Context: an optimization exercise on an open-source flow, tuned for small area, a short achievable clock period and few clock cycles per item. The choices shown serve that exercise and are no tape-out recipe.
Function was checked by simulation only, so behaviour that the tests miss may differ from the original.
Power and IR drop assume default switching activity.

Design be_top, start of the top module:
module be_top
(
  input  wire logic                  clk_i,
  input  wire logic                  rst_n_i,
  input  wire logic [2:0]            decoded_op_i,
  input  wire logic [2:0]            decoded_rd_i,
  input  wire logic [2:0]            decoded_rs1_i,
  input  wire logic [2:0]            decoded_rs2_i,
  input  wire logic [15:0]           decoded_imm_i,
  input  wire logic [32-1:0] decoded_pc_i,
  input  wire logic                  decoded_writes_rd_i,
  input  wire logic                  decoded_v_i,
  output logic                       rename_decode_ready_o,
  output logic                       be_fe_mispredict_o,
  output logic [32-1:0]   be_fe_redirected_pc_o,
  output logic                       commit_v_o,
  output logic [2:0]                 commit_rd_o,
  output logic                       commit_writes_o,
  output logic [32-1:0]   commit_data_o,
  output logic [32-1:0]   commit_pc_o
);
==> module be_top, before the edit <==
module be_top
(
  input  wire logic                  clk_i,
  input  wire logic                  rst_n_i,
  input  wire logic [2:0]            decoded_op_i,
  input  wire logic [2:0]            decoded_rd_i,
  input  wire logic [2:0]            decoded_rs1_i,
  input  wire logic [2:0]            decoded_rs2_i,
  input  wire logic [15:0]           decoded_imm_i,
  input  wire logic [32-1:0] decoded_pc_i,
  input  wire logic                  decoded_writes_rd_i,
  input  wire logic                  decoded_v_i,
  output logic                       rename_decode_ready_o,
  output logic                       be_fe_mispredict_o,
  output logic [32-1:0]   be_fe_redirected_pc_o,
  output logic                       commit_v_o,
  output logic [2:0]                 commit_rd_o,
  output logic                       commit_writes_o,
  output logic [32-1:0]   commit_data_o,
  output logic [32-1:0]   commit_pc_o
);
  localparam int W = 32;
  logic [W-1:0] rf_q [8];
  logic [7:0]   rf_v_q;
  logic         ex_v_q;
  logic         ex_wr_q;
  logic [2:0]   ex_rd_q;
  logic         ex_sub_q;
  logic         ex_and_q;
  logic         ex_or_q;
  logic         ex_xor_q;
  logic         ex_sum_q;
  logic         ex_beq_q;
  logic         ex_bne_q;
  logic [W-1:0] ex_a_q;
  logic [W-1:0] ex_b_q;
  logic         ex_byp_a_q;
  logic         ex_byp_b_q;
  logic [W-1:0] ex_pc_q;
  logic [15:0]  ex_imm_q;
  logic         rt_v_q;
  logic         rt_taken_q;
  logic         rt_wr_q;
  logic [2:0]   rt_rd_q;
  logic [W-1:0] rt_data_q;
  logic [W-1:0] rt_pc_q;
  logic [W-1:0] rt_target_q;
  logic         mispredict;
  logic         fire;
  logic         ex_fwd;
  logic         is_addi;
  logic         is_sub;
  logic [7:0]   sel_a;
  logic [7:0]   sel_b;
  logic [W-1:0] rd_a;
  logic [W-1:0] rd_b;
  logic         ex_live;
  logic         ex_we;
  logic [W-1:0] a;
  logic [W-1:0] b;
  logic [W:0]   sum;
  logic [W-1:0] x;
  logic [W-1:0] res;
  logic         taken;
  logic [16:0]  tgt_lo;
  logic [15:0]  tgt_hi;
  assign mispredict            = rt_v_q && rt_taken_q;
  assign be_fe_mispredict_o    = mispredict;
  assign rename_decode_ready_o = !mispredict;
  assign fire                  = decoded_v_i && !mispredict;
  assign ex_fwd  = ex_v_q && ex_wr_q;
  assign is_addi = (decoded_op_i == 3'd5);
  assign is_sub  = (decoded_op_i == 3'd1);
  always_comb
  begin
    for (int i = 0; i < 8; i++)
    begin
      sel_a[i] = (decoded_rs1_i == 3'(i)) && rf_v_q[i];
      sel_b[i] = (decoded_rs2_i == 3'(i)) && rf_v_q[i] && !is_addi;
    end
    rd_a = '0;
    rd_b = {W{is_addi}} & {{(W-16){decoded_imm_i[15]}}, decoded_imm_i};
    for (int i = 0; i < 8; i++)
    begin
      rd_a = rd_a | ({W{sel_a[i]}} & rf_q[i]);
      rd_b = rd_b | ({W{sel_b[i]}} & rf_q[i]);
    end
  end
  assign ex_live = ex_v_q && !mispredict;
  assign ex_we   = ex_live && ex_wr_q;
  assign a   = ex_byp_a_q ? rt_data_q : ex_a_q;
  assign b   = ex_byp_b_q ? (rt_data_q ^ {W{ex_sub_q}}) : ex_b_q;
  assign sum = {a, 1'b1} + {b, ex_sub_q};
  assign x   = a ^ b;
  assign res = ({W{ex_sum_q}} & sum[W:1])
             | ({W{ex_and_q}} & (a & b))
             | ({W{ex_or_q}}  & (a | b))
             | ({W{ex_xor_q}} & x);
  assign taken = (ex_beq_q && (x == '0)) || (ex_bne_q && (x != '0));
  assign tgt_lo = {1'b0, ex_pc_q[15:0]} + {1'b0, ex_imm_q};
  assign tgt_hi = (tgt_lo[16] && !ex_imm_q[15]) ? ex_pc_q[31:16] + 16'd1
                : (!tgt_lo[16] && ex_imm_q[15]) ? ex_pc_q[31:16] - 16'd1
                : ex_pc_q[31:16];
  always_ff @(posedge clk_i or negedge rst_n_i)
  begin
    if (!rst_n_i)
    begin
      ex_v_q <= 1'b0;
      rt_v_q <= 1'b0;
      rf_v_q <= '0;
    end
    else
    begin
      ex_v_q <= fire;
      rt_v_q <= ex_live;
      if (ex_we)
        rf_v_q[ex_rd_q] <= 1'b1;
    end
  end
  always_ff @(posedge clk_i)
  begin
    ex_wr_q    <= decoded_writes_rd_i;
    ex_rd_q    <= decoded_rd_i;
    ex_sub_q   <= is_sub;
    ex_and_q   <= (decoded_op_i == 3'd2);
    ex_or_q    <= (decoded_op_i == 3'd3);
    ex_xor_q   <= (decoded_op_i == 3'd4);
    ex_sum_q   <= (decoded_op_i == 3'd0) || (decoded_op_i == 3'd1)
               || (decoded_op_i[2] && (decoded_op_i[1] || decoded_op_i[0]));
    ex_beq_q   <= (decoded_op_i == 3'd6);
    ex_bne_q   <= (decoded_op_i == 3'd7);
    ex_a_q     <= rd_a;
    ex_b_q     <= rd_b ^ {W{is_sub}};
    ex_byp_a_q <= ex_fwd && (decoded_rs1_i == ex_rd_q);
    ex_byp_b_q <= ex_fwd && !is_addi && (decoded_rs2_i == ex_rd_q);
    ex_pc_q    <= decoded_pc_i;
    ex_imm_q   <= decoded_imm_i;
    if (ex_we)
      rf_q[ex_rd_q] <= res;
    rt_taken_q  <= taken;
    rt_wr_q     <= ex_wr_q;
    rt_rd_q     <= ex_rd_q;
    rt_data_q   <= res;
    rt_pc_q     <= ex_pc_q;
    rt_target_q <= {tgt_hi, tgt_lo[15:0]};
  end
  assign commit_v_o            = rt_v_q;
  assign commit_rd_o           = rt_rd_q;
  assign commit_writes_o       = rt_wr_q;
  assign commit_data_o         = rt_data_q;
  assign commit_pc_o           = rt_pc_q;
  assign be_fe_redirected_pc_o = rt_target_q;
endmodule
Settings: LEC_CHECK=0, CAP_MARGIN=20, CORE_MARGIN=2, CORE_UTILIZATION=40, SETUP_SLACK_MARGIN=5, SLEW_MARGIN=20; clock period 8.0 ns.
run.sh (not shown) runs the stock make flow with config.mk's settings and CLKGATE_MAP_FILE= SYNTH_SCRIPT=/design/flow/synth_recipe.tcl, a recipe that flattens the netlist after the stock synthesis.
Testbench counts at the start, summed over its fixed seeds: cycles 4,300, items 3,536.
Rerun with:
--- a/flow/design.v
+++ b/flow/design.v
@@ -117,16 +117,23 @@
   logic [W-1:0] rt_target_q;
   logic         mispredict;
   logic         fire;
   logic         ex_fwd;
+  logic         rt_fwd;
+  logic [7:0]   rt_dst;
+  logic [7:0]   rf_ok;
+  logic [7:0]   dec_a;
+  logic [7:0]   dec_b;
+  logic         rt_hit_a;
+  logic         rt_hit_b;
   logic         is_addi;
   logic         is_sub;
   logic [7:0]   sel_a;
   logic [7:0]   sel_b;
   logic [W-1:0] rd_a;
   logic [W-1:0] rd_b;
   logic         ex_live;
-  logic         ex_we;
+  logic         rt_we;
   logic [W-1:0] a;
   logic [W-1:0] b;
   logic [W:0]   sum;
   logic [W-1:0] x;
@@ -138,27 +145,35 @@
   assign be_fe_mispredict_o    = mispredict;
   assign rename_decode_ready_o = !mispredict;
   assign fire                  = decoded_v_i && !mispredict;
   assign ex_fwd  = ex_v_q && ex_wr_q;
+  assign rt_fwd  = rt_v_q && rt_wr_q;
   assign is_addi = (decoded_op_i == 3'd5);
   assign is_sub  = (decoded_op_i == 3'd1);
   always_comb
   begin
     for (int i = 0; i < 8; i++)
     begin
-      sel_a[i] = (decoded_rs1_i == 3'(i)) && rf_v_q[i];
-      sel_b[i] = (decoded_rs2_i == 3'(i)) && rf_v_q[i] && !is_addi;
-    end
-    rd_a = '0;
-    rd_b = {W{is_addi}} & {{(W-16){decoded_imm_i[15]}}, decoded_imm_i};
+      rt_dst[i] = rt_fwd && (rt_rd_q == 3'(i));
+      rf_ok[i]  = rf_v_q[i] && !rt_dst[i];
+      dec_a[i]  = (decoded_rs1_i == 3'(i));
+      dec_b[i]  = (decoded_rs2_i == 3'(i)) && !is_addi;
+    end
+    sel_a    = dec_a & rf_ok;
+    sel_b    = dec_b & rf_ok;
+    rt_hit_a = |(dec_a & rt_dst);
+    rt_hit_b = |(dec_b & rt_dst);
+    rd_a = {W{rt_hit_a}} & rt_data_q;
+    rd_b = ({W{is_addi}} & {{(W-16){decoded_imm_i[15]}}, decoded_imm_i})
+         | ({W{rt_hit_b}} & rt_data_q);
     for (int i = 0; i < 8; i++)
     begin
       rd_a = rd_a | ({W{sel_a[i]}} & rf_q[i]);
       rd_b = rd_b | ({W{sel_b[i]}} & rf_q[i]);
     end
   end
   assign ex_live = ex_v_q && !mispredict;
-  assign ex_we   = ex_live && ex_wr_q;
+  assign rt_we   = rt_v_q && rt_wr_q;
   assign a   = ex_byp_a_q ? rt_data_q : ex_a_q;
   assign b   = ex_byp_b_q ? (rt_data_q ^ {W{ex_sub_q}}) : ex_b_q;
   assign sum = {a, 1'b1} + {b, ex_sub_q};
   assign x   = a ^ b;
@@ -182,10 +197,10 @@
     else
     begin
       ex_v_q <= fire;
       rt_v_q <= ex_live;
-      if (ex_we)
-        rf_v_q[ex_rd_q] <= 1'b1;
+      if (rt_we)
+        rf_v_q[rt_rd_q] <= 1'b1;
     end
   end
   always_ff @(posedge clk_i)
   begin
@@ -204,10 +219,10 @@
     ex_byp_a_q <= ex_fwd && (decoded_rs1_i == ex_rd_q);
     ex_byp_b_q <= ex_fwd && !is_addi && (decoded_rs2_i == ex_rd_q);
     ex_pc_q    <= decoded_pc_i;
     ex_imm_q   <= decoded_imm_i;
-    if (ex_we)
-      rf_q[ex_rd_q] <= res;
+    if (rt_we)
+      rf_q[rt_rd_q] <= rt_data_q;
     rt_taken_q  <= taken;
     rt_wr_q     <= ex_wr_q;
     rt_rd_q     <= ex_rd_q;
     rt_data_q   <= res;
=> The new run finished with timing, DRC and antenna clean. Final area fell by a few percent. Synthesized area fell slightly. Via count fell by a few percent. Clock-buffer cell count rose by 2. Combinational power fell by a quarter to a third. Sequential cell count does not change. Cell count fell by a few percent. Register-to-register slack gains 0.05 ns.
Testbench counts after the change, summed over its fixed seeds: cycles 4,300, items 3,536.

## what the ideal ports hide
Ports are ideal in the flow. The routed layouts listed here were re-timed in OpenROAD.
Step 1 assumes that a clkbuf_16 drives the clock port and a buf_2 every other input.
Step 2 moves the port delays by t, midway between the first and last clock arrival at a register: inputs arrive t later, outputs are due t later. That takes back most of the time a late clock gives input paths.
Slacks: ideal / step 1 / step 2; pairs: ideal / step 1.
| run | t (ns) | setup WS [ns] | hold WS [ns] |
|---|---|---|---|
| the first run | 0.662 | 4.524 / 4.524 / 4.409 | 0.362 / 0.362 / 0.362 |
| the second run | 0.665 | 4.571 / 4.571 / 4.410 | 0.344 / 0.344 / 0.344 |
After both steps every run listed still meets setup and hold. For the second run, which loses most, drivers alone change the setup slack by 0.000 ns; drivers and shift together by -0.161 ns.
